Background: an optimization exercise with open tools, aiming at small area, a short achievable clock period and few clock cycles per item. Do not read the settings as production practice. Where RTL was checked, it was by simulation tests only, not by an equivalence proof against the original. No functional check of the RTL was part of runs 2 to 4. Power figures rest on the tool's default switching activity, not on a simulated workload.

==> design.v <==
`default_nettype none
package kmpss_pkg;
	localparam int unsigned MAX_PATTERN_DEF    = 64;
	localparam int unsigned POSITION_WIDTH_DEF = 32;
	localparam logic [1:0] STAT_BUSY     = 2'd0;
	localparam logic [1:0] STAT_FOUND    = 2'd1;
	localparam logic [1:0] STAT_NOTFOUND = 2'd2;
	localparam logic [1:0] STAT_OVERFLOW = 2'd3;
	localparam logic [1:0] SRCH_FRESH    = 2'd3;
endpackage
`default_nettype wire
`default_nettype none
module kmp_substring_search_core #(
	parameter int unsigned MAX_PATTERN    = kmpss_pkg::MAX_PATTERN_DEF,
	parameter int unsigned POSITION_WIDTH = kmpss_pkg::POSITION_WIDTH_DEF
) (
	input  wire logic        clk,
	input  wire logic        arst_n,
	input  wire logic        s_tvalid,
	output logic             s_tready,
	input  wire logic [7:0]  s_tdata,   
	input  wire logic [1:0]  s_tuser,   
	input  wire logic        s_tlast,
	output logic             m_tvalid,
	input  wire logic        m_tready,
	output logic [39:0]      m_tdata    
);
	localparam int unsigned N  = MAX_PATTERN;
	localparam int unsigned LW = $clog2(N + 1);
	localparam int unsigned PW = POSITION_WIDTH;
	logic          iv_q;
	logic          ifunc_q;
	logic          ifirst_q;
	logic          ilast_q;
	logic [7:0]    ibyte_q;
	logic          rdy_q;
	logic [8*N-1:0] q_q;         
	logic [N-1:1]   a_q;
	logic [LW-1:0]  len_q;
	logic [1:0]     st_q;
	logic [PW-1:0]  d_q;
	logic          ov_q;
	logic [1:0]    ostat_q;
	logic          o2v_q;
	logic [1:0]    o2stat_q;
	logic          rs;
	logic [1:0]    s_eff;
	logic          full;
	logic [N:0]    t;
	logic [N-1:0]  eq;
	logic [N:1]    a_eff;
	logic [N-1:1]  a_nxt;
	logic          found;
	logic [1:0]    res;
	logic          fp;
	logic          en;
	logic          acc;
	logic          pop;
	logic          iv_n;
	logic          ifunc_n;
	logic          ifirst_n;
	logic [1:0]    st_n;
	logic          ov_n;
	logic [1:0]    ostat_n;
	logic          o2v_n;
	logic [1:0]    o2stat_n;
	logic          fp_n;
	logic          en_n;
	always_comb begin
		rs    = ifirst_q || (st_q == kmpss_pkg::SRCH_FRESH);
		s_eff = rs ? kmpss_pkg::STAT_BUSY : st_q;
		full  = !ifirst_q && (len_q == LW'(N));
		for (int k = 0; k <= N; k++) begin
			t[k] = (LW'(k) >= len_q);
		end
		for (int k = 0; k < N; k++) begin
			eq[k] = (ibyte_q == q_q[8*k +: 8]);
		end
		for (int k = 1; k < N; k++) begin
			a_eff[k] = rs ? t[k] : a_q[k];
		end
		a_eff[N] = 1'b1;
		for (int k = 1; k < N; k++) begin
			a_nxt[k] = t[k] || (a_eff[k+1] && eq[k]);
		end
		found = a_eff[1] && eq[0];
		if (!ifunc_q) begin
			res = full ? kmpss_pkg::STAT_OVERFLOW : kmpss_pkg::STAT_BUSY;
			st_n = kmpss_pkg::SRCH_FRESH;
		end else begin
			if (s_eff != kmpss_pkg::STAT_BUSY) begin
				res = s_eff;
			end else if (len_q == '0 || found) begin
				res = kmpss_pkg::STAT_FOUND;
			end else if (ilast_q) begin
				res = kmpss_pkg::STAT_NOTFOUND;
			end else begin
				res = kmpss_pkg::STAT_BUSY;
			end
			st_n = res;
		end
		fp  = (ov_q && ostat_q == kmpss_pkg::STAT_FOUND) ||
		      (o2v_q && o2stat_q == kmpss_pkg::STAT_FOUND);
		en  = iv_q && !o2v_q && !(ifunc_q && rs && fp);
		acc = s_tvalid && rdy_q;
		pop = ov_q && m_tready;
		if (!en) begin
			st_n = st_q;
		end
		ov_n     = ov_q;
		ostat_n  = ostat_q;
		o2v_n    = o2v_q;
		o2stat_n = o2stat_q;
		if (pop || !ov_q) begin
			if (o2v_q) begin
				ov_n    = 1'b1;
				ostat_n = o2stat_q;
				o2v_n   = 1'b0;
			end else begin
				ov_n = en;
				if (en) begin
					ostat_n = res;
				end
			end
		end else if (en) begin
			o2v_n    = 1'b1;
			o2stat_n = res;
		end
		iv_n     = acc || (iv_q && !en);
		ifunc_n  = acc ? s_tuser[0] : ifunc_q;
		ifirst_n = acc ? s_tuser[1] : ifirst_q;
		fp_n = (ov_n && ostat_n == kmpss_pkg::STAT_FOUND) ||
		       (o2v_n && o2stat_n == kmpss_pkg::STAT_FOUND);
		en_n = iv_n && !o2v_n &&
		       !(ifunc_n && (ifirst_n || st_n == kmpss_pkg::SRCH_FRESH) && fp_n);
	end
	always_ff @(posedge clk or negedge arst_n) begin
		if (!arst_n) begin
			iv_q   <= 1'b0;
			rdy_q  <= 1'b0;
			ov_q   <= 1'b0;
			o2v_q  <= 1'b0;
			st_q   <= kmpss_pkg::SRCH_FRESH;
			len_q  <= '0;
		end else begin
			iv_q  <= iv_n;
			rdy_q <= !iv_n || en_n;
			ov_q  <= ov_n;
			o2v_q <= o2v_n;
			st_q  <= st_n;
			if (en && !ifunc_q && !full) begin
				len_q <= ifirst_q ? LW'(1) : len_q + LW'(1);
			end
		end
	end
	always_ff @(posedge clk) begin
		if (acc) begin
			ifunc_q  <= s_tuser[0];
			ifirst_q <= s_tuser[1];
			ilast_q  <= s_tlast;
			ibyte_q  <= s_tdata;
		end
		ostat_q  <= ostat_n;
		o2stat_q <= o2stat_n;
		if (en) begin
			if (!ifunc_q) begin
				if (!full) begin
					q_q <= {q_q[8*N-9:0], ibyte_q};
				end
			end else begin
				a_q <= a_nxt;
				if (s_eff == kmpss_pkg::STAT_BUSY) begin
					if (len_q == '0) begin
						d_q <= '0;
					end else if (rs) begin
						d_q <= PW'(1) - PW'(len_q);
					end else begin
						d_q <= d_q + PW'(1);
					end
				end
			end
		end
	end
	assign s_tready = rdy_q;
	assign m_tvalid = ov_q;
	assign m_tdata  = {6'b0, (ostat_q == kmpss_pkg::STAT_FOUND) ? d_q : 32'b0, ostat_q};
endmodule
`default_nettype wire
==> run.sh <==
#!/bin/bash
# synth_recipe.tcl (not shown) runs the flow's synth.tcl, then flattens the netlist and writes it again
# the make line also repeats each setting of config.mk as NAME=value (left out here)
make -C /OpenROAD-flow-scripts/flow DESIGN_CONFIG=/design/flow/config.mk WORK_HOME=/design/flow/orfs CLKGATE_MAP_FILE= SYNTH_SCRIPT=/design/flow/synth_recipe.tcl finish
==> config.mk <==
export PLATFORM = sky130hd
export DESIGN_NAME = kmp_substring_search_core
export DESIGN_NICKNAME = kmp_substring_search_core
export VERILOG_FILES = /design/flow/design.v
export SDC_FILE = /design/flow/constraint.sdc
export NUM_CORES = 4
export LEC_CHECK = 0
export CAP_MARGIN = 20
export CORE_MARGIN = 2
export CORE_UTILIZATION = 40
export SLEW_MARGIN = 20
==> constraint.sdc <==
create_clock -name core_clock -period 6.0 [get_ports {clk}]
set_input_delay 1.2000 -clock core_clock [delete_from_list [all_inputs] [get_ports {clk}]]
set_output_delay 1.2000 -clock core_clock [all_outputs]
set_load 0.01 [all_outputs]
==> impl_metrics.py, run 1 <==
metrics = {
    "status": {
        "status": "finished clean",
    },
    "job": {
        "max-cap-violations": 0,
    },
    "global_route": {
        "grt_pass1_vias": 16000,
        "grt-ovfl-total": 0,
        "grt_max_degree": 142,
        "grt_pass1_wl_mm": 95.4,
        "antenna_found_initial": 0,
        "grt_use_total": 0.168,
    },
    "route": {
        "drt_wl_total_mm": 62.1,
        "drc": 0,
        "drt.antenna.violating_nets": 0,
        "vias": 16100,
        "drt-initial-drc-count": 1582,
        "vias_per_cell": 5.34,
        "first_pass_iters": 7,
        "wl_per_cell_um": 20.6,
    },
    "critical_path": {
        "start_kind": "flip-flop",
        "critPathMaxFanout": 139,
        "crit_arrival_ps": 3790,
        "cp.required_ps": 6200,
        "ff2ff_path_depth": 5,
        "end_kind": "flip-flop",
        "path_class": "reg2reg",
    },
    "power_and_ir_drop": {
        "irDropWorstVdd_mv": 0.277,
        "fin_total_pwr_w": 0.0163,
        "seqPwrFrac": 0.496,
        "pwr-share-comb": 0.257,
        "p_sw_frac": 0.325,
        "p_sw_w": 0.00530,
        "p_per_area_mw_per_mm2": 511,
        "p_int_w": 0.0110,
        "clkPwrFrac": 0.247,
        "leakagePower_nw": 9.93,
    },
    "yosys": {
        "syn_area_mm2": 0.0284,
        "synthFlopType": "edfxtp_1",
        "synth_edf_count": 616,
        "synth_seq_cells": 635,
        "synth-async-reset-ratio": 0.0205,
        "synth_cells": 1984,
        "synth_area_per_cell_um2": 14.3,
        "ys_types": 76,
        "ys_seq_area_frac": 0.668,
        "yosysWarningCount": 1,
    },
    "min_path": {
        "hold_path_depth": 0,
        "hold_class": "reg2reg",
    },
    "sta": {
        "min_period_over_period": 0.598,
        "grt_setup_unrepaired": "no",
        "relSlewSlack": 0.369,
        "clock_skew_ps": 31.4,
        "layout_min_cycle_time_ps": 3590,
        "setup_ws_ps": 2410,
        "final-setup-viol-count": 0,
        "fmax_mhz": 279,
        "slew_violations": 0,
        "max_slew.worst_pin.slew_ps": 945,
        "finalHoldViolCount": 0,
    },
    "layout": {
        "layout.cells.non_filler": 3017,
        "fin_util": 0.456,
        "area_delta_synth_final_pct": 12.9,
        "antenna_cells": 0,
        "final_area_mm2": 0.0320,
        "nets": 2051,
        "drive_gt1_frac": 0.0727,
    },
    "placed_design": {
        "place_area_mm2": 0.0299,
        "io_buffers": 50,
        "gp_congestion": 0.885,
        "dp_hpwl_mm": 38.8,
        "dpl.cell_count": 2894,
        "place_ws_ps": 2350,
    },
    "cts": {
        "htreeDepth": 3,
        "ctsHoldBuffers": 0,
        "post_cts_resized": 0,
        "clk_pin_slew_ps": 60,
        "cts_setup_buffers": 0,
        "clock_latency_ps": 600,
        "clock_path_buffers": 3,
        "cts_tree": "yes",
        "cts_buffers": 70,
        "clock-sinks": 635,
        "cts-root-buf": "clkbuf_16",
    },
    "floorplanning": {
        "die_y_um": 270,
        "die-area_mm2": 0.0730,
        "pin_count": 57,
        "core_region_area_mm2": 0.0701,
        "rows": 97,
        "die_x_um": 270,
        "start_util": 0.404,
    },
}
path summary, 6_finish.rpt:
kind                                   endpoint            startpoint  slack (ps)
min in group asynchronous  len_q[1]$_DFFE_PN0P_                arst_n        1040
max in group asynchronous  len_q[5]$_DFFE_PN0P_                arst_n        4470
min                          q_q[403]$_DFFE_PP_    q_q[395]$_DFFE_PP_         440
max                           q_q[91]$_DFFE_PP_  len_q[4]$_DFFE_PN0P_        2410
min reg2reg                  q_q[403]$_DFFE_PP_    q_q[395]$_DFFE_PP_         440
max reg2reg                   q_q[91]$_DFFE_PP_  len_q[4]$_DFFE_PN0P_        2410
metrics by stage:
| step | hold WS (ps) | setup TNS (ps) |
|---|---|---|
| floorplan | 417 | -1680320 |
| global placement | 439 | 0 |
| detailed placement | 447 | 0 |
| CTS | 439 | 0 |
| global route | 453 | 0 |
| finish | 443 | 0 |
layer usage:
layer | track usage | routed length (um) | up-vias
li1 | - | - | 7354
met2 | 0.257 | 28200 | 481
met3 | 0.0356 | 4160 | 81
met5 | 0 | 0 | -
met1 | 0.240 | 28500 | 8184
met4 | 0.0506 | 1300 | 0
power by group through the flow:
stage	combinational (W)	clock, W	sequential [W]
global placement	0.00415	0	0.00811
finish	0.00420	0.00404	0.00810
floorplan	0.00302	0	0.00806
global route	0.00461	0.00431	0.00826
detailed placement	0.00422	0	0.00816
CTS	0.00424	0.00414	0.00810
cells in the final DEF, fill, tap and decap left out, drive strengths merged, types with 5 or more instances in the layout:
master	instances
a21o	5
dfxtp	6
a22oi	6
a21oi	66
nor2b	7
nand2b	6
nand2	72
o21a	5
nor2	79
o31ai	19
mux2i	6
inv	15
nor4	39
clkbuf	95
dfrtp	11
and3	10
o21ai	53
ha	10
xnor2	394
and2	36
clkinv	24
edfxtp	616
conb	6
nor3	19
buf	28
clkdlybuf4s50	50
nand3	36
a31o	6
xor2	152
o32ai	13
nand4	101
a211oi	9
a31oi	8
worst max-delay path: stages (launching register included):
cell	delay (ps)
dfrtp_1	720
nor4b_1	500
a31oi_2	260
nand2_4	190
clkinvlp_4	760
buf_12	550
layout make-up:
class,instances,area (um2)
fill,6252,38100
sequential,635,18900
multi-input combinational,1225,8870
clock buffer,95,1920
tap,940,1180
timing repair buffer,78,823
clock inverter,28,213
inverter,16,63.8
cell usage after synthesis (5+ instances only):
library cell	count	area [um2]
edfxtp_1	616	18500
xnor2_1	394	3450
xor2_1	152	1330
nand4_1	101	632
nor2_1	79	297
nand2_1	71	267
a21oi_1	65	325
buf_2	53	265
o21ai_0	47	235
clkbuf_1	37	139
and2_1	36	225
nor4_1	36	225
nand3_1	35	175
o31ai_1	19	143
nor3_1	18	90.1
inv_1	15	56.3
buf_1	14	52.6
o32ai_1	13	114
dfrtp_1	11	275
and3_1	10	62.6
ha_1	10	125
a211oi_1	8	60.1
a31oi_1	7	43.8
nor2b_1	7	43.8
a22oi_1	6	45.0
a31o_2	6	52.6
buf_4	6	45.0
dfxtp_1	6	120
mux2i_1	6	60.1
nand2b_1	6	37.5
o21ai_1	6	30.0
a21o_1	5	37.5
o21a_1	5	37.5
logic make-up (layout without fill, tap and decap cells):
kind of cell | Yosys count | count (layout) | share of synthesized area
muxes | 7 | 7 | 0.00252
and+or+nand+nor | 426 | 426 | 0.0806
DFF | 635 | 635 | 0.668
other | 1 | 6 | 0.000132
AOI/OAI and AO/OA | 230 | 230 | 0.0544
adders and majority gates | 10 | 10 | 0.00441
xor gates and xnor gates | 546 | 546 | 0.169
buffers and inverters | 129 | 217 | 0.0210
state kept, by name, summed over array words and instances (netlist names), 2 cells and up:
signal	cells
a_q	63
d_q	32
ibyte_q	8
len_q	7
o2stat_q	2
ostat_q	2
q_q	512
st_q	2
Testbench counts, summed over its fixed seeds: cycles 25,255, items 25,187.
==> run 2: changes to the inputs <==
--- a/design.v
+++ b/design.v
@@ -34,6 +34,9 @@
 	logic          ilast_q;
 	logic [7:0]    ibyte_q;
 	logic          rdy_q;
+	logic          en_q;        
+	logic          qen_q;       
+	logic          ofound_q;    
 	logic [8*N-1:0] q_q;         
 	logic [N-1:1]   a_q;
 	logic [LW-1:0]  len_q;
@@ -52,7 +55,6 @@
 	logic [N-1:1]  a_nxt;
 	logic          found;
 	logic [1:0]    res;
-	logic          fp;
 	logic          en;
 	logic          acc;
 	logic          pop;
@@ -66,6 +68,8 @@
 	logic [1:0]    o2stat_n;
 	logic          fp_n;
 	logic          en_n;
+	logic [LW-1:0] len_n;
+	logic          full_n;
 	always_comb begin
 		rs    = ifirst_q || (st_q == kmpss_pkg::SRCH_FRESH);
 		s_eff = rs ? kmpss_pkg::STAT_BUSY : st_q;
@@ -99,9 +103,7 @@
 			end
 			st_n = res;
 		end
-		fp  = (ov_q && ostat_q == kmpss_pkg::STAT_FOUND) ||
-		      (o2v_q && o2stat_q == kmpss_pkg::STAT_FOUND);
-		en  = iv_q && !o2v_q && !(ifunc_q && rs && fp);
+		en  = en_q;
 		acc = s_tvalid && rdy_q;
 		pop = ov_q && m_tready;
 		if (!en) begin
@@ -133,6 +135,11 @@
 		       (o2v_n && o2stat_n == kmpss_pkg::STAT_FOUND);
 		en_n = iv_n && !o2v_n &&
 		       !(ifunc_n && (ifirst_n || st_n == kmpss_pkg::SRCH_FRESH) && fp_n);
+		len_n = len_q;
+		if (en && !ifunc_q && !full) begin
+			len_n = ifirst_q ? LW'(1) : len_q + LW'(1);
+		end
+		full_n = !ifirst_n && (len_n == LW'(N));
 	end
 	always_ff @(posedge clk or negedge arst_n) begin
 		if (!arst_n) begin
@@ -142,15 +149,17 @@
 			o2v_q  <= 1'b0;
 			st_q   <= kmpss_pkg::SRCH_FRESH;
 			len_q  <= '0;
+			en_q   <= 1'b0;
+			qen_q  <= 1'b0;
 		end else begin
 			iv_q  <= iv_n;
 			rdy_q <= !iv_n || en_n;
 			ov_q  <= ov_n;
 			o2v_q <= o2v_n;
 			st_q  <= st_n;
-			if (en && !ifunc_q && !full) begin
-				len_q <= ifirst_q ? LW'(1) : len_q + LW'(1);
-			end
+			len_q <= len_n;
+			en_q  <= en_n;
+			qen_q <= en_n && !ifunc_n && !full_n;
 		end
 	end
 	always_ff @(posedge clk) begin
@@ -161,13 +170,13 @@
 			ibyte_q  <= s_tdata;
 		end
 		ostat_q  <= ostat_n;
+		ofound_q <= (ostat_n == kmpss_pkg::STAT_FOUND);
 		o2stat_q <= o2stat_n;
+		if (qen_q) begin
+			q_q <= {q_q[8*N-9:0], ibyte_q};
+		end
 		if (en) begin
-			if (!ifunc_q) begin
-				if (!full) begin
-					q_q <= {q_q[8*N-9:0], ibyte_q};
-				end
-			end else begin
+			if (ifunc_q) begin
 				a_q <= a_nxt;
 				if (s_eff == kmpss_pkg::STAT_BUSY) begin
 					if (len_q == '0) begin
@@ -183,6 +192,6 @@
 	end
 	assign s_tready = rdy_q;
 	assign m_tvalid = ov_q;
-	assign m_tdata  = {6'b0, (ostat_q == kmpss_pkg::STAT_FOUND) ? d_q : 32'b0, ostat_q};
+	assign m_tdata  = {6'b0, ofound_q ? d_q : 32'b0, ostat_q};
 endmodule
 `default_nettype wire
==> run 2 against run 1 <==
Against the previous run: still clean; register-to-register slack better by 200 ps; flip-flop and latch count grew 3; synthesized cell count is 0.15% lower; combinational power down 15%; clock skew fell by 3.8 ps; total power down 6.5%; clock-buffer cell count shrank 9; first-iteration DRC count decreased by 20%; cell count down 0.17%.
==> impl_metrics.py, run 2 <==
metrics = {
    "critical_path": {
        "end_kind": "flip-flop",
        "crit_start": "len_q[2]$_DFF_PN0_",
        "path_class": "reg2reg",
        "worstReg2RegEnd": "a_q[47]$_DFFE_PP_",
        "cp.depth": 8,
        "crit_path_max_incr_delay_ps": 820,
        "ff2ff_path_depth": 8,
        "regToRegStartpoint": "len_q[2]$_DFF_PN0_",
        "critPathMaxFanout": 21,
        "cp.required_ps": 6320,
        "crit_arrival_ps": 3720,
        "crit_chain": "inv_1 > ha_1 > nor2b_1 > nor2_1 > o21a_1 > nor3_1 > a21oi_1 > o32ai_1",
        "ff2ff_setup_slack_ps": 2610,
        "worst_path_max_delay_cell": "dfrtp_1",
        "start_kind": "flip-flop",
        "critPathCapture": "a_q[47]$_DFFE_PP_",
        "path_buf_inv": 1,
        "cp_top_family": "simple AND/OR/NAND/NOR gates",
    },
    "layout": {
        "layout.cells.most_common": "edfxtp_1",
        "drive_gt1_frac": 0.0724,
        "layout_common_cells": "edfxtp_1, xnor2_1, xor2_1",
        "nets": 2045,
        "area_delta_synth_final_pct": 12.9,
        "antenna_cells": 0,
        "fin_util": 0.457,
        "largest_reg_flops": 512,
        "top_regs": "q_q: 512 flops, a_q: 63 flops, d_q: 32 flops",
        "largest-register": "q_q",
    },
    "global_route": {
        "use_met2": 0.262,
        "gr-usage-met1": 0.234,
        "busiest_layer": "met2",
        "grt_max_degree": 180,
        "grt_pass1_vias": 16100,
        "grt_use_total": 0.167,
        "antenna_found_initial": 0,
        "grt_pass1_wl_mm": 95.6,
        "grt-ovfl-total": 0,
        "grt_util_met3": 0.0320,
    },
    "sta": {
        "fmax_mhz": 295,
        "max_slew.worst_pin.slew_ps": 1000,
        "final-setup-viol-count": 0,
        "min_period_over_period": 0.566,
        "finalHoldViolCount": 0,
        "slew_violations": 0,
        "clock_skew_ps": 27.5,
        "relSlewSlack": 0.331,
        "grt_setup_unrepaired": "no",
        "whs_ps": 461,
        "layout_min_cycle_time_ps": 3390,
        "fin_tns_setup_ps": 0,
    },
    "yosys": {
        "synth_seq_cells": 638,
        "ys_types": 73,
        "yosysWarningCount": 1,
        "synth.top_cell.area_share": 0.652,
        "synth.most_common_cell": "edfxtp_1",
        "syn_area_mm2": 0.0284,
        "synth_commonest_cells": "edfxtp_1, xnor2_1, xor2_1",
        "synth-async-reset-ratio": 0.0235,
        "synth_edf_count": 616,
        "synth_area_leaders": "edfxtp_1, xnor2_1, xor2_1",
        "synth_cells": 1981,
        "synthFlopType": "edfxtp_1",
        "synth_top_cell_by_area": "edfxtp_1",
        "ys_seq_area_frac": 0.670,
        "synth_area_per_cell_um2": 14.3,
    },
    "route": {
        "vias_per_cell": 5.29,
        "wl_per_cell_um": 20.4,
        "first_pass_iters": 7,
        "drt-initial-drc-count": 1263,
        "drt_wl_total_mm": 61.6,
        "drc": 0,
        "vias": 15900,
        "drt.antenna.violating_nets": 0,
    },
    "placed_design": {
        "gp_congestion": 0.856,
        "io_buffers": 50,
        "dp_hpwl_mm": 39.1,
    },
    "cts": {
        "cts-root-buf": "clkbuf_16",
        "ctsHoldBuffers": 0,
        "cts_buffers": 70,
        "clock_path_buffers": 3,
        "clock_latency_ps": 610,
        "clock-sinks": 638,
        "post_cts_resized": 0,
        "clk_pin_slew_ps": 60,
        "htreeDepth": 3,
        "cts_setup_buffers": 0,
        "cts_tree": "yes",
    },
    "floorplanning": {
        "pin_count": 57,
        "die_x_um": 270,
        "die_y_um": 270,
        "die-area_mm2": 0.0731,
        "rows": 97,
        "core_region_area_mm2": 0.0701,
        "start_util": 0.405,
    },
    "power_and_ir_drop": {
        "p_per_area_mw_per_mm2": 477,
        "leakagePower_nw": 9.67,
        "fin_total_pwr_w": 0.0153,
        "irDropWorstVdd_mv": 0.300,
    },
    "job": {
        "max-cap-violations": 0,
    },
    "min_path": {
        "hold_path_depth": 0,
        "hold_class": "reg2reg",
    },
    "status": {
        "status": "finished clean",
    },
}
[run 2: changes by cell type after synthesis, moves of 8 or more]
| cell | change |
|---|---|
| buf_1 | +16 |
| buf_2 | -14 |
| nand2_1 | +8 |
| nand3_1 | -17 |
| nor4_1 | +9 |
| xnor2_1 | -27 |
| xor2_1 | +27 |
[run 2: how the worst min path moves through the flow]
stage	start	to	slack [ps]
floorplan	ibyte_q[0]$_DFFE_PP_	q_q[0]$_DFFE_PP_	420
global route	q_q[490]$_DFFE_PP_	q_q[498]$_DFFE_PP_	470
CTS	q_q[150]$_DFFE_PP_	q_q[158]$_DFFE_PP_	460
finish	q_q[292]$_DFFE_PP_	q_q[300]$_DFFE_PP_	460
global placement	q_q[346]$_DFFE_PP_	q_q[354]$_DFFE_PP_	450
detailed placement	q_q[351]$_DFFE_PP_	q_q[359]$_DFFE_PP_	460
[run 2: per-layer routing]
layer | vias up | share of wire
li1 | 7362 | -
met5 | - | 0
met2 | 402 | 0.47
met3 | 102 | 0.052
met4 | 0 | 0.023
met1 | 8063 | 0.46
[run 2: area by class of cell]
type / count / area (um2)
clock buffer: 86 / 1900
inverter: 15 / 56.3
fill: 6282 / 38100
multi-input combinational: 1219 / 8820
tap: 940 / 1180
timing repair buffer: 76 / 746
clock inverter: 38 / 320
sequential: 638 / 19000
[run 2: through the flow]
stage          area, um2  setup WS [ps]  instances
2_1_floorplan      28400           1800       1986
3_3_place_gp       29800           2880       2888
3_5_place_dp       29800           2720       2888
4_1_cts            32000           2600       3012
5_1_grt            32000           2400       3012
6_report           32000           2610       3012
[run 2: cells by family (layout without fill, tap and decap cells)]
family	after synthesis	count (layout)	share of synthesized area
XOR/XNOR	546	546	0.169
other	1	6	0.000132
flip-flops	638	638	0.670
AND/OR/NAND/NOR	413	413	0.0778
AO/OA/AOI/OAI	234	234	0.0554
adder cells (fa/ha/maj)	10	10	0.00441
buffers and inverters	129	215	0.0201
multiplexers	10	10	0.00353
[run 2: worst reg2reg max path: stages (launching register included)]
cell	delay, ps
dfrtp_1	820
inv_1	320
ha_1	470
nor2b_1	250
nor2_1	740
o21a_1	220
nor3_1	50
a21oi_1	140
o32ai_1	90
[run 2: power by group]
group | total [W] | internal [W] | switching (W) | leakage (nW)
Clock | 0.00418 | 0.00246 | 0.00172 | 1.09
Sequential | 0.00753 | 0.00668 | 0.000853 | 5.50
Combinational | 0.00357 | 0.00131 | 0.00225 | 3.08
Total | 0.0153 | 0.0104 | 0.00483 | 9.67
==> run 3: changes to the inputs <==
--- a/config.mk
+++ b/config.mk
@@ -7,5 +7,6 @@
 export LEC_CHECK = 0
 export CAP_MARGIN = 20
 export CORE_MARGIN = 2
-export CORE_UTILIZATION = 40
+export CORE_UTILIZATION = 65
+export PLACE_DENSITY = 0.75
 export SLEW_MARGIN = 20
==> run 3 against run 2 <==
Against the previous run: fmax increased by 0.69%; critical path type is now reg2out; critical endpoint is now m_tdata[33]; via count increased by 1.3%; register-to-register slack improved by 130 ps; highest routed layer unchanged; routed wire length decreased by 4.8%; worst setup slack improved by 23 ps; total power decreased by 2.5%; synthesized cell count unchanged; final area decreased by 2.1%.
==> impl_metrics.py, run 3 <==
metrics = {
    "status": {
        "status": "finished clean",
    },
    "power_and_ir_drop": {
        "irDropWorstVdd_mv": 0.378,
        "leakagePower_nw": 9.55,
        "p_per_area_mw_per_mm2": 475,
    },
    "layout": {
        "drive_gt1_frac": 0.0669,
        "largest-register": "q_q",
        "layout.cells.non_filler": 2649,
        "nets": 2042,
        "top_regs": "q_q: 512 flops, a_q: 63 flops, d_q: 32 flops",
        "largest_reg_flops": 512,
        "area_delta_synth_final_pct": 10.5,
        "n_fill_cell": 2742,
        "fin_util": 0.728,
        "layout.cells.most_common": "edfxtp_1",
        "layout_common_cells": "edfxtp_1, xnor2_1, xor2_1",
        "antenna_cells": 0,
    },
    "yosys": {
        "synth_commonest_cells": "edfxtp_1, xnor2_1, xor2_1",
        "synth_mux_area_frac": 0.00353,
        "synth_edf_count": 616,
        "ys_seq_area_frac": 0.670,
        "synth_cells": 1981,
        "synth_compound_area_frac": 0.0554,
        "synth_seq_cells": 638,
        "syn_area_mm2": 0.0284,
        "synthXorXnorAreaFrac": 0.169,
        "synth-async-reset-ratio": 0.0235,
        "synth.top_cell.area_share": 0.652,
        "synth_area_leaders": "edfxtp_1, xnor2_1, xor2_1",
        "ys_types": 73,
        "synth.most_common_cell": "edfxtp_1",
        "synth_top_cell_by_area": "edfxtp_1",
        "synth_top_family_by_area": "XOR/XNOR gates",
        "yosysWarningCount": 1,
        "yosys.area_share.simple": 0.0778,
        "synthFlopType": "edfxtp_1",
        "synth_area_per_cell_um2": 14.3,
        "synth_fa_ha_area_frac": 0.00441,
    },
    "route": {
        "vias_per_cell": 6.09,
        "drc": 0,
        "wl_per_cell_um": 22.1,
        "first_pass_iters": 7,
        "drt.antenna.violating_nets": 0,
        "vias": 16100,
        "drt_wl_total_mm": 58.6,
        "drt-initial-drc-count": 1662,
    },
    "cts": {
        "cts_tree": "yes",
        "cts_setup_buffers": 0,
        "clock_path_buffers": 3,
        "post_cts_resized": 0,
        "clock-sinks": 638,
        "htreeDepth": 3,
        "clock_latency_ps": 610,
        "ctsHoldBuffers": 0,
        "cts_buffers": 66,
        "cts-root-buf": "clkbuf_16",
        "clk_pin_slew_ps": 60,
    },
    "critical_path": {
        "critPathCapture": "m_tdata[33]",
        "cp_top_family": "flip-flops",
        "ff2ff_setup_slack_ps": 2740,
        "crit_path_max_incr_delay_ps": 790,
        "cp.depth": 2,
        "crit_chain": "and2_1 > clkdlybuf4s50_1",
        "cp.required_ps": 4800,
        "end_kind": "output pin",
        "worstReg2RegEnd": "a_q[41]$_DFFE_PP_",
        "path_class": "reg2out",
        "ff2ff_path_depth": 7,
        "crit_start": "ofound_q$_DFF_P_",
        "path_buf_inv": 1,
        "regToRegStartpoint": "len_q[2]$_DFF_PN0_",
        "crit_arrival_ps": 2170,
        "start_kind": "flip-flop",
        "worst_path_max_delay_cell": "dfxtp_1",
        "critPathMaxFanout": 32,
    },
    "global_route": {
        "grt_pass1_wl_mm": 90.1,
        "antenna_found_initial": 0,
        "grt_pass1_vias": 15700,
        "grt_max_degree": 178,
        "grt_use_total": 0.264,
        "grt-ovfl-total": 0,
    },
    "min_path": {
        "hold_class": "reg2reg",
        "hp-start": "q_q[295]$_DFFE_PP_",
    },
    "floorplanning": {
        "die-area_mm2": 0.0453,
        "die_y_um": 213,
        "core_region_area_mm2": 0.0431,
        "die_x_um": 213,
        "pin_count": 57,
        "rows": 76,
        "start_util": 0.659,
    },
    "sta": {
        "whs_ps": 464,
        "finalHoldViolCount": 0,
        "min_period_over_period": 0.562,
        "setup_ws_ps": 2630,
        "layout_min_cycle_time_ps": 3370,
        "relSlewSlack": 0.317,
        "clock_skew_ps": 26.5,
        "fmax_mhz": 297,
        "grt_setup_unrepaired": "no",
        "fin_tns_setup_ps": 0,
        "final-setup-viol-count": 0,
        "max_slew.worst_pin.slew_ps": 1020,
        "slew_violations": 0,
    },
    "job": {
        "max-cap-violations": 0,
    },
    "placed_design": {
        "io_buffers": 50,
        "gp_congestion": 0.889,
        "dpl.cell_count": 2534,
        "place_ws_ps": 2800,
        "dp_hpwl_mm": 37.6,
    },
}
## run 3: worst reg2reg max path, stage by stage, from the launching register on
cell,delay [ps]
dfrtp_1,770
inv_1,320
ha_1,450
a221oi_2,720
a21oi_1,170
o21ai_0,350
o21a_1,160
o31ai_1,70
## run 3: cell families after synthesis
family / count (synthesis)
flops: 638
simple gates: 413
xor+xnor: 546
buf+inv: 129
compound gates: 234
other cells: 1
fa+ha+maj: 10
mux: 10
## run 3: metal layers
layer	up-vias	GRT usage	wire length, um
met1	8172	0.389	26000
li1	7338	-	-
met2	529	0.412	27800
met4	0	0.0738	1310
met3	92	0.0425	3450
met5	-	0	0
## run 3: area by class of cell
| type | count | area, um2 | area share |
|---|---|---|---|
| Clock buffer | 89 | 1790 | 0.0571 |
| Timing Repair Buffer | 77 | 741 | 0.0236 |
| Inverter | 15 | 56.3 | 0.00180 |
| Clock inverter | 26 | 200 | 0.00638 |
| Multi-Input combinational cell | 1219 | 8820 | 0.281 |
| Sequential cell | 638 | 19000 | 0.606 |
| Tap cell | 585 | 732 | 0.0233 |
## run 3: worst min-delay path by stage
stage	to	slack, ps	depth (start not counted)
finish	q_q[303]$_DFFE_PP_	460	0
global placement	q_q[411]$_DFFE_PP_	450	0
floorplan	q_q[0]$_DFFE_PP_	420	0
detailed placement	q_q[410]$_DFFE_PP_	450	0
CTS	q_q[321]$_DFFE_PP_	460	0
global route	q_q[303]$_DFFE_PP_	470	0
## run 3: stage by stage
step,area (um2),power (W)
finish,31400,0.0149
global route,31400,0.0156
CTS,31400,0.0150
detailed placement,29400,0.0111
global placement,29400,0.0110
floorplan,28400,0.0101
## run 3: report_power, final
part | switching (W) | internal [W]
sequential | 0.000867 | 0.00667
combinational | 0.00221 | 0.00131
clock | 0.00165 | 0.00218
total | 0.00473 | 0.0102
==> run 4: changes to the inputs <==
--- a/design.v
+++ b/design.v
@@ -36,7 +36,8 @@
 	logic          rdy_q;
 	logic          en_q;        
 	logic          qen_q;       
-	logic          ofound_q;    
+	logic [PW-1:0] pos_q;       
+	logic          oload;       
 	logic [8*N-1:0] q_q;         
 	logic [N-1:1]   a_q;
 	logic [LW-1:0]  len_q;
@@ -66,10 +67,10 @@
 	logic [1:0]    ostat_n;
 	logic          o2v_n;
 	logic [1:0]    o2stat_n;
-	logic          fp_n;
 	logic          en_n;
 	logic [LW-1:0] len_n;
 	logic          full_n;
+	logic [PW-1:0] d_n;
 	always_comb begin
 		rs    = ifirst_q || (st_q == kmpss_pkg::SRCH_FRESH);
 		s_eff = rs ? kmpss_pkg::STAT_BUSY : st_q;
@@ -113,7 +114,8 @@
 		ostat_n  = ostat_q;
 		o2v_n    = o2v_q;
 		o2stat_n = o2stat_q;
-		if (pop || !ov_q) begin
+		oload = pop || !ov_q;
+		if (oload) begin
 			if (o2v_q) begin
 				ov_n    = 1'b1;
 				ostat_n = o2stat_q;
@@ -131,15 +133,22 @@
 		iv_n     = acc || (iv_q && !en);
 		ifunc_n  = acc ? s_tuser[0] : ifunc_q;
 		ifirst_n = acc ? s_tuser[1] : ifirst_q;
-		fp_n = (ov_n && ostat_n == kmpss_pkg::STAT_FOUND) ||
-		       (o2v_n && o2stat_n == kmpss_pkg::STAT_FOUND);
-		en_n = iv_n && !o2v_n &&
-		       !(ifunc_n && (ifirst_n || st_n == kmpss_pkg::SRCH_FRESH) && fp_n);
+		en_n = iv_n && !o2v_n;
 		len_n = len_q;
 		if (en && !ifunc_q && !full) begin
 			len_n = ifirst_q ? LW'(1) : len_q + LW'(1);
 		end
 		full_n = !ifirst_n && (len_n == LW'(N));
+		d_n = d_q;
+		if (en && ifunc_q && s_eff == kmpss_pkg::STAT_BUSY) begin
+			if (len_q == '0) begin
+				d_n = '0;
+			end else if (rs) begin
+				d_n = PW'(1) - PW'(len_q);
+			end else begin
+				d_n = d_q + PW'(1);
+			end
+		end
 	end
 	always_ff @(posedge clk or negedge arst_n) begin
 		if (!arst_n) begin
@@ -170,7 +179,10 @@
 			ibyte_q  <= s_tdata;
 		end
 		ostat_q  <= ostat_n;
-		ofound_q <= (ostat_n == kmpss_pkg::STAT_FOUND);
+		if (oload) begin
+			pos_q <= (ostat_n == kmpss_pkg::STAT_FOUND) ? d_n : '0;
+		end
+		d_q      <= d_n;
 		o2stat_q <= o2stat_n;
 		if (qen_q) begin
 			q_q <= {q_q[8*N-9:0], ibyte_q};
@@ -178,20 +190,11 @@
 		if (en) begin
 			if (ifunc_q) begin
 				a_q <= a_nxt;
-				if (s_eff == kmpss_pkg::STAT_BUSY) begin
-					if (len_q == '0) begin
-						d_q <= '0;
-					end else if (rs) begin
-						d_q <= PW'(1) - PW'(len_q);
-					end else begin
-						d_q <= d_q + PW'(1);
-					end
-				end
 			end
 		end
 	end
 	assign s_tready = rdy_q;
 	assign m_tvalid = ov_q;
-	assign m_tdata  = {6'b0, ofound_q ? d_q : 32'b0, ostat_q};
+	assign m_tdata  = {6'b0, pos_q, ostat_q};
 endmodule
 `default_nettype wire
--- a/config.mk
+++ b/config.mk
@@ -5,8 +5,10 @@
 export SDC_FILE = /design/flow/constraint.sdc
 export NUM_CORES = 4
 export LEC_CHECK = 0
+export ABC_AREA = 1
 export CAP_MARGIN = 20
 export CORE_MARGIN = 2
 export CORE_UTILIZATION = 65
 export PLACE_DENSITY = 0.75
+export SETUP_SLACK_MARGIN = 3.8
 export SLEW_MARGIN = 20
==> run 4 against run 3 <==
Against the previous run: combinational power is 42% higher; clock-buffer cell count shrank 1; sequential share of layout area down 4.4 points; register-to-register slack improved by 900 ps; global-route usage grew 5.0 points; clock power is 11% higher; highest routed layer unchanged; die area up 4.7%.
==> impl_metrics.py, run 4 <==
metrics = {
    "sta": {
        "fmax_mhz": 423,
        "clock_skew_ps": 34.6,
        "final-setup-viol-count": 0,
        "min_period_over_period": 0.394,
        "finalHoldViolCount": 0,
        "relSlewSlack": 0.342,
        "layout_min_cycle_time_ps": 2360,
        "fin_tns_setup_ps": 0,
        "grt_setup_unrepaired": "yes",
        "max_slew.worst_pin.slew_ps": 982,
        "slew_violations": 0,
    },
    "route": {
        "drt.antenna.violating_nets": 0,
        "vias_per_cell": 6.16,
        "drt-initial-drc-count": 2168,
        "vias": 19100,
        "first_pass_iters": 5,
        "drc": 0,
        "drt_wl_total_mm": 75.0,
        "wl_per_cell_um": 24.2,
    },
    "floorplanning": {
        "core_region_area_mm2": 0.0453,
        "die_x_um": 218,
        "die_y_um": 218,
        "pin_count": 57,
        "die-area_mm2": 0.0475,
        "rows": 78,
        "start_util": 0.657,
    },
    "yosys": {
        "synth_area_per_cell_um2": 13.0,
        "synthFlopType": "edfxtp_1",
        "ys_seq_area_frac": 0.661,
        "ys_types": 64,
        "syn_area_mm2": 0.0297,
        "synth-async-reset-ratio": 0.0224,
        "synth.most_common_cell": "edfxtp_1",
        "synth_cells": 2286,
        "synth_seq_cells": 669,
        "synth_edf_count": 618,
        "yosysWarningCount": 1,
        "synth_commonest_cells": "edfxtp_1, xor2_1, nand2_1",
        "synth.top_cell.area_share": 0.624,
        "synth_area_leaders": "edfxtp_1, xor2_1, xnor2_1",
        "synth_top_cell_by_area": "edfxtp_1",
    },
    "min_path": {
        "hold_class": "reg2reg",
        "hp-start": "q_q[78]$_DFFE_PP_",
    },
    "power_and_ir_drop": {
        "irDropWorstVdd_mv": 0.501,
        "leakagePower_nw": 11.7,
        "p_per_area_mw_per_mm2": 498,
        "fin_total_pwr_w": 0.0174,
    },
    "cts": {
        "cts_buffers": 68,
        "clk_pin_slew_ps": 60,
        "ctsHoldBuffers": 0,
        "cts_tree": "yes",
        "clock-sinks": 669,
        "cts-root-buf": "clkbuf_16",
        "htreeDepth": 3,
        "clock_path_buffers": 3,
        "clock_latency_ps": 610,
    },
    "layout": {
        "layout.cells.most_common": "edfxtp_1",
        "drive_gt1_frac": 0.200,
        "largest-register": "q_q",
        "top_regs": "q_q: 512 flops, a_q: 63 flops",
        "fin_util": 0.773,
        "area_delta_synth_final_pct": 17.7,
        "layout_common_cells": "edfxtp_1, xor2_1, xnor2_1",
        "largest_reg_flops": 512,
        "nets": 2482,
        "antenna_cells": 0,
    },
    "placed_design": {
        "dp_hpwl_mm": 42.8,
        "io_buffers": 50,
        "gp_congestion": 0.968,
    },
    "job": {
        "max-cap-violations": 0,
    },
    "status": {
        "status": "finished clean",
    },
    "global_route": {
        "grt_use_total": 0.313,
        "antenna_found_initial": 0,
        "grt-ovfl-total": 0,
        "grt_max_degree": 186,
        "grt_pass1_vias": 18700,
        "grt_pass1_wl_mm": 111,
    },
    "critical_path": {
        "crit_arrival_ps": 2810,
        "cp.required_ps": 6450,
        "crit_start": "ibyte_q[2]$_DFFE_PP_",
        "critPathMaxFanout": 8,
        "start_kind": "flip-flop",
        "regToRegStartpoint": "ibyte_q[2]$_DFFE_PP_",
        "path_class": "reg2reg",
        "end_kind": "flip-flop",
    },
}
## run 4: changes by cell type after synthesis, sizes merged, moves of 24 or more
cell,delta
and2,-37
dfxtp,+29
inv,+133
nand2,+176
nand4,-24
nor2,+88
or2,+26
xnor2,-134
xor2,+69
## run 4: power by group
group,internal (W),switching (W),total [W]
clock,0.00253,0.00174,0.00427
sequential,0.00711,0.00106,0.00817
combinational,0.00183,0.00317,0.00500
total,0.0115,0.00597,0.0174
## run 4: worst paths after layout
path                                     endpoint  slack, ps  cells after the start
min                             q_q[86]$_DFFE_PP_        460                      0
max                        pos_q[8]$_SDFFCE_PP0N_       3640                     15
max in group asynchronous         qen_q$_DFF_PN0_       4390                      1
min reg2reg                     q_q[86]$_DFFE_PP_        460                      0
min in group asynchronous      len_q[4]$_DFF_PN0_       1040                      1
max reg2reg                pos_q[8]$_SDFFCE_PP0N_       3640                     15
## run 4: cell families after synthesis
family	count (synthesis)	synth area share
AOI/OAI and AO/OA	237	0.0520
xor gates and xnor gates	481	0.142
adders and majority gates	10	0.00421
buffers and inverters	245	0.0357
DFF	669	0.661
muxes	1	0.000337
other	1	0.000126
and+or+nand+nor	642	0.105
## run 4: cell type report
type / instances / area (um2)
flip-flops and latches: 669 / 19700
fillers: 2673 / 10300
multi-input cells: 1381 / 9800
repair buffers: 186 / 1870
clock buffers: 88 / 1830
well taps: 600 / 751
inverters: 148 / 652
clock inverters: 31 / 380
repair inverters: 3 / 21.3
## run 4: through the flow
| step | cell area, um2 | worst slack [ps] | hold WS (ps) | cells |
|---|---|---|---|---|
| after global routing | 35000 | 3560 | 470 | 3106 |
| after detailed placement | 30800 | 2180 | 452 | 2866 |
| after floorplan | 29900 | 1800 | 421 | 2291 |
| after global placement | 30800 | 2190 | 447 | 2866 |
| final | 35000 | 3640 | 459 | 3106 |
| after CTS | 34300 | 3610 | 459 | 3069 |
## run 4: critical path: stages, from the launching register on
cell        delay (ps)
edfxtp_1           400
buf_12             160
clkinvlp_4         160
nand2_2            100
nand2_2             50
nor2_1              90
nand2_1             80
nor2_4             160
nand2_2            100
nand4_1            150
nand3_2            110
nand2_1            110
nand2_2             90
nand2_8            170
nand2_8            140
nor2_4             120
## run 4: timing repair
action | 4_1_cts | 5_1_grt
pin swaps | 33 | 31
gates cloned | 14 | 3
gates resized for setup | 302 | 92
buffers inserted | 70 | 34
endpoints found under the setup margin | 295 | 305
## run 4: layer usage
| layer | up-vias | GRT usage | routed length (um) |
|---|---|---|---|
| met1 | 9540 | 0.437 | 30200 |
| met4 | 0 | 0.101 | 2350 |
| met3 | 169 | 0.0669 | 7300 |
| met5 | - | 0 | 0 |
| li1 | 8423 | - | - |
| met2 | 991 | 0.497 | 35200 |
==> run 5: changes to the inputs <==
--- a/design.v
+++ b/design.v
@@ -33,6 +33,7 @@
 	logic          ifirst_q;
 	logic          ilast_q;
 	logic [7:0]    ibyte_q;
+	logic          eq0_q;       
 	logic          rdy_q;
 	logic          en_q;        
 	logic          qen_q;       
@@ -78,7 +79,8 @@
 		for (int k = 0; k <= N; k++) begin
 			t[k] = (LW'(k) >= len_q);
 		end
-		for (int k = 0; k < N; k++) begin
+		eq[0] = eq0_q;
+		for (int k = 1; k < N; k++) begin
 			eq[k] = (ibyte_q == q_q[8*k +: 8]);
 		end
 		for (int k = 1; k < N; k++) begin
@@ -177,6 +179,7 @@
 			ifirst_q <= s_tuser[1];
 			ilast_q  <= s_tlast;
 			ibyte_q  <= s_tdata;
+			eq0_q    <= (s_tdata == (qen_q ? ibyte_q : q_q[7:0]));
 		end
 		ostat_q  <= ostat_n;
 		if (oload) begin
==> run 5 against run 4 <==
Against the previous run: worst setup slack improved by 14 ps; critical path type is now reg2out; clock power decreased by 4%; final area decreased by 1.5%.
==> impl_metrics.py, run 5 <==
metrics = {
    "yosys": {
        "synth.most_common_cell": "edfxtp_1",
        "yosysWarningCount": 1,
        "ys_seq_area_frac": 0.661,
        "synth-async-reset-ratio": 0.0224,
        "synth_area_leaders": "edfxtp_1, xnor2_1, xor2_1",
        "synth_top_cell_by_area": "edfxtp_1",
        "synth.top_cell.area_share": 0.624,
        "synth_cells": 2296,
        "synth_commonest_cells": "edfxtp_1, xnor2_1, nand2_1",
        "synth_seq_cells": 670,
        "synth_area_per_cell_um2": 13.0,
        "ys_types": 57,
        "syn_area_mm2": 0.0298,
        "synthFlopType": "edfxtp_1",
        "synth_edf_count": 619,
    },
    "power_and_ir_drop": {
        "p_per_area_mw_per_mm2": 461,
        "clkPwrFrac": 0.257,
        "p_int_w": 0.0105,
        "p_sw_frac": 0.340,
        "p_sw_w": 0.00540,
        "pwr-share-comb": 0.287,
        "leakagePower_nw": 11.3,
        "seqPwrFrac": 0.456,
        "irDropWorstVdd_mv": 0.340,
    },
    "sta": {
        "final-setup-viol-count": 0,
        "slew_violations": 0,
        "relSlewSlack": 0.439,
        "min_period_over_period": 0.392,
        "finalHoldViolCount": 0,
        "grt_setup_unrepaired": "yes",
        "max_slew.worst_pin.slew_ps": 842,
        "fmax_mhz": 426,
        "clock_skew_ps": 27.5,
        "setup_ws_ps": 3650,
        "layout_min_cycle_time_ps": 2350,
        "fin_tns_setup_ps": 0,
    },
    "route": {
        "vias": 18900,
        "drc": 0,
        "vias_per_cell": 6.13,
        "drt.antenna.violating_nets": 0,
        "drt_wl_total_mm": 72.0,
        "first_pass_iters": 6,
        "wl_per_cell_um": 23.4,
        "drt-initial-drc-count": 2084,
    },
    "global_route": {
        "busiest_layer": "met2",
        "use_met2": 0.487,
        "grt_use_total": 0.301,
        "grt-ovfl-total": 0,
        "grt_pass1_wl_mm": 108,
        "antenna_found_initial": 0,
        "gr-usage-met1": 0.418,
        "grt_util_met3": 0.0480,
        "grt_max_degree": 128,
        "grt_pass1_vias": 18600,
    },
    "layout": {
        "multiInputGateArea_mm2": 0.00987,
        "antenna_cells": 0,
        "layout.cells.most_common": "edfxtp_1",
        "area_delta_synth_final_pct": 15.7,
        "nets": 2451,
        "n_fill_cell": 2708,
        "drive_gt1_frac": 0.190,
        "regArea_mm2": 0.0197,
        "largest_reg_flops": 512,
        "top_regs": "q_q: 512 flops, a_q: 63 flops",
        "layout_common_cells": "edfxtp_1, xnor2_1, nand2_1",
        "largest-register": "q_q",
    },
    "floorplanning": {
        "start_util": 0.658,
        "die_y_um": 218,
        "rows": 78,
        "core_region_area_mm2": 0.0453,
        "die_x_um": 218,
        "die-area_mm2": 0.0476,
        "pin_count": 57,
    },
    "cts": {
        "ctsHoldBuffers": 0,
        "clk_pin_slew_ps": 60,
        "clock-sinks": 670,
        "cts-root-buf": "clkbuf_16",
        "clock_path_buffers": 3,
        "htreeDepth": 3,
        "cts_buffers": 68,
        "cts_tree": "yes",
        "clock_latency_ps": 620,
    },
    "critical_path": {
        "critPathMaxFanout": 1,
        "crit_chain": "buf_2",
        "crit_path_max_incr_delay_ps": 390,
        "path_buf_inv": 1,
        "cp.required_ps": 4800,
        "worst_path_max_delay_cell": "edfxtp_1",
        "path_class": "reg2out",
        "crit_arrival_ps": 1150,
        "start_kind": "flip-flop",
        "end_kind": "output pin",
        "cp_top_family": "flip-flops",
    },
    "placed_design": {
        "io_buffers": 50,
        "gp_congestion": 0.941,
        "place_ws_ps": 2300,
        "dp_hpwl_mm": 42.5,
    },
    "min_path": {
        "hold_class": "reg2reg",
    },
    "status": {
        "status": "finished clean",
    },
    "job": {
        "max-cap-violations": 0,
    },
}
run 5: cell count changes in the layout (fill, tap and decap cells not counted), sizes merged, moves of 6 or more:
cell,before,now
nor3,17,24
nand4,73,79
nor2,165,153
clkinv,18,28
nand2,258,271
xnor2,233,266
nor4,62,51
buf,161,127
inv,143,131
xor2,248,219
run 5: cell families after synthesis:
| family | share of synthesized area |
|---|---|
| DFF | 0.661 |
| xor gates and xnor gates | 0.143 |
| other | 0.000126 |
| muxes | 0.000336 |
| and+or+nand+nor | 0.107 |
| AOI/OAI and AO/OA | 0.0501 |
| adders and majority gates | 0.00420 |
| buffers and inverters | 0.0353 |
run 5: what timing repair did:
| item | 4_1_cts | 5_1_grt |
|---|---|---|
| setup buffers | 39 | 32 |
| gates cloned | 8 | 2 |
| gates resized for setup | 242 | 128 |
| pin swaps | 11 | 12 |
| endpoints found under the setup margin | 243 | 119 |
run 5: power groups by stage:
stage	clock network [W]	logic [W]	registers, W
after floorplan	0	0.00232	0.00758
after global placement	0	0.00348	0.00731
after detailed placement	0	0.00358	0.00735
after CTS	0.00413	0.00410	0.00722
after global routing	0.00430	0.00490	0.00733
final	0.00408	0.00456	0.00724
run 5: stage by stage:
step	instance area, um2	instances	hold WS (ps)	utilization	total power [W]
2_1_floorplan	30000	2301	421	-	0.00990
3_3_place_gp	30900	2875	429	0.682	0.0108
3_5_place_dp	30900	2875	429	0.682	0.0109
4_1_cts	33700	3045	458	0.743	0.0155
5_1_grt	34500	3079	468	0.762	0.0165
6_report	34500	3079	457	0.762	0.0159
run 5: final cells by class:
type | count | area share
Inverter | 135 | 0.0160
Timing Repair inverter | 1 | 0.000218
Tap cell | 600 | 0.0218
Timing Repair Buffer | 149 | 0.0431
Multi-Input combinational cell | 1401 | 0.286
Clock inverter | 36 | 0.00849
Sequential cell | 670 | 0.572
Clock buffer | 87 | 0.0526
run 5: worst paths after layout:
check | to | slack (ps) | from | depth (start not counted)
min in group asynchronous | len_q[2]$_DFF_PN0_ | 1050 | arst_n | 1
max reg2reg | pos_q[11]$_SDFFCE_PP0N_ | 3770 | len_q[2]$_DFF_PN0_ | 16
min reg2reg | q_q[240]$_DFFE_PP_ | 460 | q_q[232]$_DFFE_PP_ | 0
max in group asynchronous | qen_q$_DFF_PN0_ | 4380 | arst_n | 1
max | m_tdata[9] | 3650 | pos_q[7]$_SDFFCE_PP0N_ | 1
min | q_q[240]$_DFFE_PP_ | 460 | q_q[232]$_DFFE_PP_ | 0
run 5: routing by layer:
layer	vias up	part of all wire
met1	9400	0.41
met3	208	0.076
met4	0	0.036
met5	-	0
met2	877	0.48
li1	8386	-
Testbench counts of run 5, summed over its fixed seeds: cycles 25,211, items 25,187.
==> run 6: changes to the inputs <==
--- a/config.mk
+++ b/config.mk
@@ -9,6 +9,8 @@
 export CAP_MARGIN = 20
 export CORE_MARGIN = 2
 export CORE_UTILIZATION = 65
+export CTS_CLUSTER_DIAMETER = 100
+export CTS_CLUSTER_SIZE = 28
 export PLACE_DENSITY = 0.75
 export SETUP_SLACK_MARGIN = 3.8
 export SLEW_MARGIN = 20
==> run 6 against run 5 <==
Against the previous run: worst setup slack lost 21 ps; non-clock buffer count grew 11; worst hold slack lost 7.8 ps; sequential share of layout area grew 2.1 points; synthesized cell count is the same; clock power shrank 47%; global-route usage shrank 1.3 points; largest cell class unchanged; highest routed layer unchanged.
==> impl_metrics.py, run 6 <==
metrics = {
    "sta": {
        "layout_min_cycle_time_ps": 2370,
        "fmax_mhz": 422,
        "setup_ws_ps": 3630,
        "finalHoldViolCount": 0,
        "clock_skew_ps": 24.0,
        "slew_violations": 0,
        "max_slew.worst_pin.slew_ps": 836,
        "fin_tns_setup_ps": 0,
        "final-setup-viol-count": 0,
        "grt_setup_unrepaired": "yes",
        "relSlewSlack": 0.442,
        "min_period_over_period": 0.395,
    },
    "critical_path": {
        "crit_chain": "buf_2",
        "start_kind": "flip-flop",
        "path_buf_inv": 1,
        "worst_path_max_delay_cell": "edfxtp_1",
        "ff2ff_path_depth": 9,
        "cp.depth": 1,
        "regToRegStartpoint": "len_q[6]$_DFF_PN0_",
        "crit_start": "pos_q[8]$_SDFFCE_PP0N_",
        "end_kind": "output pin",
        "crit_arrival_ps": 1170,
        "worstReg2RegEnd": "a_q[43]$_DFFE_PP_",
        "ff2ff_setup_slack_ps": 3770,
        "critPathCapture": "m_tdata[10]",
        "cp_top_family": "flip-flops",
        "cp.required_ps": 4800,
        "crit_path_max_incr_delay_ps": 410,
        "critPathMaxFanout": 1,
        "path_class": "reg2out",
    },
    "placed_design": {
        "gp_congestion": 0.941,
        "place_ws_ps": 2300,
        "io_buffers": 50,
        "dp_hpwl_mm": 42.5,
    },
    "yosys": {
        "synth-async-reset-ratio": 0.0224,
        "ys_seq_area_frac": 0.661,
        "synth_seq_cells": 670,
        "synth_edf_count": 619,
        "synth_top_cell_by_area": "edfxtp_1",
        "synth_commonest_cells": "edfxtp_1, xnor2_1, nand2_1",
        "synth_area_leaders": "edfxtp_1, xnor2_1, xor2_1",
        "synthFlopType": "edfxtp_1",
        "synth_cells": 2296,
        "synth.top_cell.area_share": 0.624,
        "synth_area_per_cell_um2": 13.0,
        "syn_area_mm2": 0.0298,
        "ys_types": 57,
        "synth.most_common_cell": "edfxtp_1",
        "yosysWarningCount": 1,
    },
    "global_route": {
        "grt_use_total": 0.288,
        "grt_pass1_wl_mm": 105,
        "grt-ovfl-total": 0,
        "antenna_found_initial": 0,
        "grt_pass1_vias": 17900,
        "grt_max_degree": 128,
    },
    "layout": {
        "area_delta_synth_final_pct": 11.7,
        "drive_gt1_frac": 0.174,
        "layout.cells.most_common": "edfxtp_1",
        "largest_reg_flops": 512,
        "n_fill_cell": 2880,
        "antenna_cells": 0,
        "nets": 2422,
        "layout_common_cells": "edfxtp_1, xnor2_1, nand2_1",
        "top_regs": "q_q: 512 flops, a_q: 63 flops",
        "largest-register": "q_q",
    },
    "route": {
        "first_pass_iters": 5,
        "drt_wl_total_mm": 70.7,
        "wl_per_cell_um": 23.5,
        "vias_per_cell": 6.16,
        "drt-initial-drc-count": 2248,
        "drt.antenna.violating_nets": 0,
        "vias": 18500,
        "drc": 0,
    },
    "power_and_ir_drop": {
        "leakagePower_nw": 10.6,
        "p_per_area_mw_per_mm2": 422,
        "irDropWorstVdd_mv": 0.304,
    },
    "min_path": {
        "hold_class": "reg2reg",
    },
    "cts": {
        "cts_buffers": 27,
        "clk_pin_slew_ps": 110,
        "cts-root-buf": "clkbuf_16",
        "htreeDepth": 1,
        "clock_latency_ps": 600,
        "clock_path_buffers": 3,
        "ctsHoldBuffers": 0,
        "cts_tree": "yes",
        "clock-sinks": 670,
    },
    "floorplanning": {
        "core_region_area_mm2": 0.0453,
        "die-area_mm2": 0.0476,
        "die_y_um": 218,
        "start_util": 0.658,
        "rows": 78,
        "pin_count": 57,
        "die_x_um": 218,
    },
    "job": {
        "max-cap-violations": 0,
    },
    "status": {
        "status": "finished clean",
    },
}
run 6: changes by cell type in the layout (fill, tap and decap cells not counted), moves of 5 or more:
| cell | delta |
|---|---|
| clkinv_1 | -13 |
| buf_4 | +6 |
| nor2_2 | +5 |
| clkinv_2 | -13 |
| clkbuf_16 | -41 |
| o21ai_1 | +6 |
| clkbuf_1 | -7 |
run 6: final cells by class:
type	instances	area [um2]	share of cell area
well taps	600	751	0.0226
repair buffers	160	1610	0.0484
inverters	135	562	0.0169
multi-input cells	1401	9900	0.297
clock buffers	38	727	0.0218
flip-flops and latches	670	19700	0.592
repair inverters	2	15.0	0.000451
run 6: kinds of logic after synthesis:
| family | Yosys count | synth area share |
|---|---|---|
| xor+xnor | 485 | 0.143 |
| compound gates | 233 | 0.0501 |
| flops | 670 | 0.661 |
| buf+inv | 235 | 0.0353 |
| simple gates | 661 | 0.107 |
| fa+ha+maj | 10 | 0.00420 |
| other cells | 1 | 0.000126 |
| mux | 1 | 0.000336 |
run 6: stage by stage:
stage | hold slack (ps) | power [W] | instances | instance area, um2 | util
after floorplan | 421 | 0.00990 | 2301 | 30000 | -
after global placement | 429 | 0.0108 | 2875 | 30900 | 0.682
after detailed placement | 429 | 0.0109 | 2875 | 30900 | 0.682
after CTS | 453 | 0.0136 | 2964 | 32400 | 0.715
after global routing | 485 | 0.0146 | 3006 | 33300 | 0.735
final | 449 | 0.0140 | 3006 | 33300 | 0.735
run 6: repair_timing:
action / CTS / global route
setup endpoints to repair: 302 / 165
pin swaps: 16 / 24
hold endpoints to repair: 0 / 0
resized for setup: 258 / 122
cloned: 9 / 5
buffers inserted: 42 / 37
run 6: routing by layer:
metal  up-vias  global-route usage  share of wire
met3       148              0.0313          0.078
met4         0              0.0766          0.030
met2       797               0.472           0.48
met5         -                   0              0
met1      9309               0.417           0.41
li1       8267                   -              -
run 6: power breakdown:
part	switching, W	internal [W]	total (W)
Combinational	0.00295	0.00167	0.00462
Sequential	0.000690	0.00653	0.00722
Clock	0.00133	0.000849	0.00218
run 6: how the worst min path moves through the flow:
stage                               startpoint                 end  slack (ps)  depth (start not counted)
after floorplan           ibyte_q[6]$_DFFE_PP_    q_q[6]$_DFFE_PP_         420                          0
after global placement        q_q[3]$_DFFE_PP_   q_q[11]$_DFFE_PP_         430                          0
after detailed placement      q_q[3]$_DFFE_PP_   q_q[11]$_DFFE_PP_         430                          0
after CTS                     q_q[3]$_DFFE_PP_   q_q[11]$_DFFE_PP_         450                          0
after global routing        q_q[275]$_DFFE_PP_  q_q[283]$_DFFE_PP_         490                          0
final                         q_q[3]$_DFFE_PP_   q_q[11]$_DFFE_PP_         450                          0
==> run 7: changes to the inputs <==
--- a/config.mk
+++ b/config.mk
@@ -12,5 +12,5 @@
 export CTS_CLUSTER_DIAMETER = 100
 export CTS_CLUSTER_SIZE = 28
 export PLACE_DENSITY = 0.75
-export SETUP_SLACK_MARGIN = 3.8
+export SETUP_SLACK_MARGIN = 3.45
 export SLEW_MARGIN = 20
==> run 7 against run 6 <==
Against the previous run: total power decreased by 5.5%; clock skew decreased by 6.6 ps; sequential power about the same; die area unchanged; clock power about the same; combinational power decreased by 16%; synthesized cell count unchanged; sequential share of layout area increased by 2.3 points.
==> impl_metrics.py, run 7 <==
metrics = {
    "yosys": {
        "ys_types": 57,
        "synth_commonest_cells": "edfxtp_1, xnor2_1, nand2_1",
        "ys_seq_area_frac": 0.661,
        "synth.most_common_cell": "edfxtp_1",
        "synthFlopType": "edfxtp_1",
        "synth.top_cell.area_share": 0.624,
        "synth_seq_cells": 670,
        "synth-async-reset-ratio": 0.0224,
        "synth_area_leaders": "edfxtp_1, xnor2_1, xor2_1",
        "synth_cells": 2296,
        "synth_edf_count": 619,
        "yosysWarningCount": 1,
        "synth_area_per_cell_um2": 13.0,
        "syn_area_mm2": 0.0298,
        "synth_top_cell_by_area": "edfxtp_1",
    },
    "floorplanning": {
        "die-area_mm2": 0.0476,
        "die_x_um": 218,
        "pin_count": 57,
        "die_y_um": 218,
        "start_util": 0.658,
        "rows": 78,
        "core_region_area_mm2": 0.0453,
    },
    "critical_path": {
        "cp.required_ps": 4800,
        "crit_path_max_incr_delay_ps": 420,
        "start_kind": "flip-flop",
        "worst_path_max_delay_cell": "edfxtp_1",
        "crit_chain": "dlygate4sd2_1",
        "cp_top_family": "flip-flops",
        "critPathMaxFanout": 1,
        "path_buf_inv": 1,
        "crit_arrival_ps": 1330,
        "end_kind": "output pin",
        "path_class": "reg2out",
    },
    "power_and_ir_drop": {
        "leakagePower_nw": 10.2,
        "p_per_area_mw_per_mm2": 414,
        "seqPwrFrac": 0.544,
        "irDropWorstVdd_mv": 0.320,
        "p_int_w": 0.00869,
        "pwr-share-comb": 0.292,
        "p_sw_w": 0.00457,
        "clkPwrFrac": 0.164,
        "p_sw_frac": 0.345,
    },
    "job": {
        "max-cap-violations": 0,
    },
    "status": {
        "status": "finished clean",
    },
    "global_route": {
        "grt_use_total": 0.279,
        "grt_pass1_wl_mm": 101,
        "grt-ovfl-total": 0,
        "grt_max_degree": 165,
        "grt_pass1_vias": 17500,
        "antenna_found_initial": 0,
    },
    "sta": {
        "fin_tns_setup_ps": 0,
        "max_slew.worst_pin.slew_ps": 841,
        "fmax_mhz": 395,
        "setup_ws_ps": 3470,
        "grt_setup_unrepaired": "no",
        "slew_violations": 0,
        "final-setup-viol-count": 0,
        "min_period_over_period": 0.422,
        "relSlewSlack": 0.434,
        "clock_skew_ps": 17.5,
        "layout_min_cycle_time_ps": 2530,
        "finalHoldViolCount": 0,
    },
    "cts": {
        "clock_path_buffers": 3,
        "cts_buffers": 27,
        "cts-root-buf": "clkbuf_16",
        "clock_latency_ps": 610,
        "htreeDepth": 1,
        "clk_pin_slew_ps": 120,
        "clock-sinks": 670,
        "cts_tree": "yes",
        "ctsHoldBuffers": 0,
    },
    "route": {
        "vias_per_cell": 6.08,
        "drt_wl_total_mm": 67.3,
        "vias": 18000,
        "drc": 0,
        "first_pass_iters": 6,
        "wl_per_cell_um": 22.8,
        "drt-initial-drc-count": 2147,
        "drt.antenna.violating_nets": 0,
    },
    "placed_design": {
        "place_area_mm2": 0.0308,
        "dp_hpwl_mm": 42.6,
        "gp_congestion": 0.896,
        "io_buffers": 50,
        "place_ws_ps": 2280,
    },
    "layout": {
        "layout.cells.most_common": "edfxtp_1",
        "antenna_cells": 0,
        "top_regs": "q_q: 512 flops, a_q: 63 flops",
        "largest_reg_flops": 512,
        "n_fill_cell": 3084,
        "largest-register": "q_q",
        "area_delta_synth_final_pct": 7.51,
        "layout_common_cells": "edfxtp_1, xnor2_1, nand2_1",
        "nets": 2369,
        "drive_gt1_frac": 0.0905,
        "final_area_mm2": 0.0320,
    },
    "min_path": {
        "hold_class": "reg2reg",
    },
}
-- run 7: cell count changes in the layout (fill, tap and decap cells not counted), sizes merged --
cell,change
dlygate4sd2,+35
nand2,-2
clkdlybuf4s50,+1
buf,-81
bufbuf,-3
clkdlybuf4s15,+1
clkbuf,-3
clkinvlp,-3
inv,+4
dlymetal6s2s,-1
-- run 7: logic make-up after synthesis --
group                    after synthesis  share of synthesized area
other                                  1                   0.000126
XOR/XNOR                             485                      0.143
buffers and inverters                235                     0.0353
multiplexers                           1                   0.000336
adder cells (fa/ha/maj)               10                    0.00420
flip-flops                           670                      0.661
AO/OA/AOI/OAI                        233                     0.0501
AND/OR/NAND/NOR                      661                      0.107
-- run 7: power by group through the flow --
stage / Sequential, W / Combinational, W / Clock, W
2_1_floorplan: 0.00757 / 0.00224 / 0
3_3_place_gp: 0.00728 / 0.00344 / 0
3_5_place_dp: 0.00731 / 0.00355 / 0
4_1_cts: 0.00721 / 0.00369 / 0.00221
5_1_grt: 0.00731 / 0.00421 / 0.00235
6_report: 0.00721 / 0.00387 / 0.00218
-- run 7: what timing repair did --
action / CTS / global route
setup buffers: 18 / 14
cloned: 4 / 3
pin swaps: 2 / 3
endpoints found under the setup margin: 165 / 86
endpoints found under the hold margin: 0 / 0
resized for setup: 68 / 33
-- run 7: final cells by class --
class	count	area, um2	area share
Sequential cell	670	19700	0.615
Multi-Input combinational cell	1399	9220	0.288
Timing Repair Buffer	109	1100	0.0344
Tap cell	600	751	0.0234
Clock buffer	38	717	0.0224
Inverter	135	531	0.0166
Timing Repair inverter	2	15.0	0.000469
Clock inverter	1	3.75	0.000117
-- run 7: metrics by stage --
stage / util / power (W) / hold slack [ps] / instances
2_1_floorplan: - / 0.00981 / 421 / 2301
3_3_place_gp: 0.679 / 0.0107 / 445 / 2876
3_5_place_dp: 0.679 / 0.0109 / 446 / 2876
4_1_cts: 0.701 / 0.0131 / 476 / 2937
5_1_grt: 0.707 / 0.0139 / 481 / 2954
6_report: 0.707 / 0.0133 / 471 / 2954
-- run 7: worst paths after layout --
kind	to	slack (ps)	startpoint	depth (start not counted)
hold reg to reg	q_q[68]$_DFFE_PP_	470	q_q[60]$_DFFE_PP_	0
min in group asynchronous	o2v_q$_DFF_PN0_	1020	arst_n	1
max in group asynchronous	qen_q$_DFF_PN0_	4450	arst_n	1
setup reg to reg	a_q[35]$_DFFE_PP_	3530	len_q[6]$_DFF_PN0_	8
setup / recovery	m_tdata[7]	3470	pos_q[5]$_SDFFCE_PP0N_	1
hold / removal	q_q[68]$_DFFE_PP_	470	q_q[60]$_DFFE_PP_	0
-- run 7: metal layers --
layer	global-route usage	part of all wire
met1	0.396	0.42
met5	0	0
met2	0.468	0.49
met3	0.0365	0.072
met4	0.0617	0.021

-- separate check: timing with driven ports --
The flow's constraints put no driver on any port. The routed layouts listed below were extracted and timed again, unchanged, in two steps. Step 1: set_driving_cell puts a clkbuf_16 on clk and a buf_2 on each other input, an assumption about the parent block. Step 2 moves the port delays by t, midway between the first and last clock arrival at a register: inputs arrive t later, outputs are due t later. That takes back most of the time a late clock gives input paths. Slacks: no drivers / after step 1 / after step 2; pairs: no drivers / after step 1.
run	t, ns	setup slack, ns	hold WS [ns]	clock arrival spread, ns	worst register clock-pin slew, ns
run 1	0.649	2.410 / 2.382 / 2.410	0.443 / 0.443 / 0.443	0.034 / 0.034	0.06 / 0.06
run 2	0.656	2.606 / 2.606 / 2.606	0.461 / 0.461 / 0.461	0.029 / 0.028	0.06 / 0.06
run 3	0.661	2.629 / 2.569 / 2.740	0.464 / 0.464 / 0.464	0.031 / 0.030	0.06 / 0.06
run 4	0.661	3.636 / 3.585 / 3.192	0.459 / 0.459 / 0.459	0.034 / 0.034	0.07 / 0.07
run 5	0.666	3.650 / 3.590 / 3.326	0.457 / 0.457 / 0.457	0.029 / 0.028	0.07 / 0.07
run 6	0.655	3.629 / 3.567 / 3.410	0.449 / 0.449 / 0.449	0.026 / 0.026	0.11 / 0.11
run 7	0.664	3.467 / 3.407 / 3.076	0.471 / 0.471 / 0.471	0.018 / 0.018	0.12 / 0.12
After both steps every run listed still meets setup and hold. The setup slack of run 4, which loses most, moves by -0.051 ns with the drivers and by -0.444 ns with both steps.
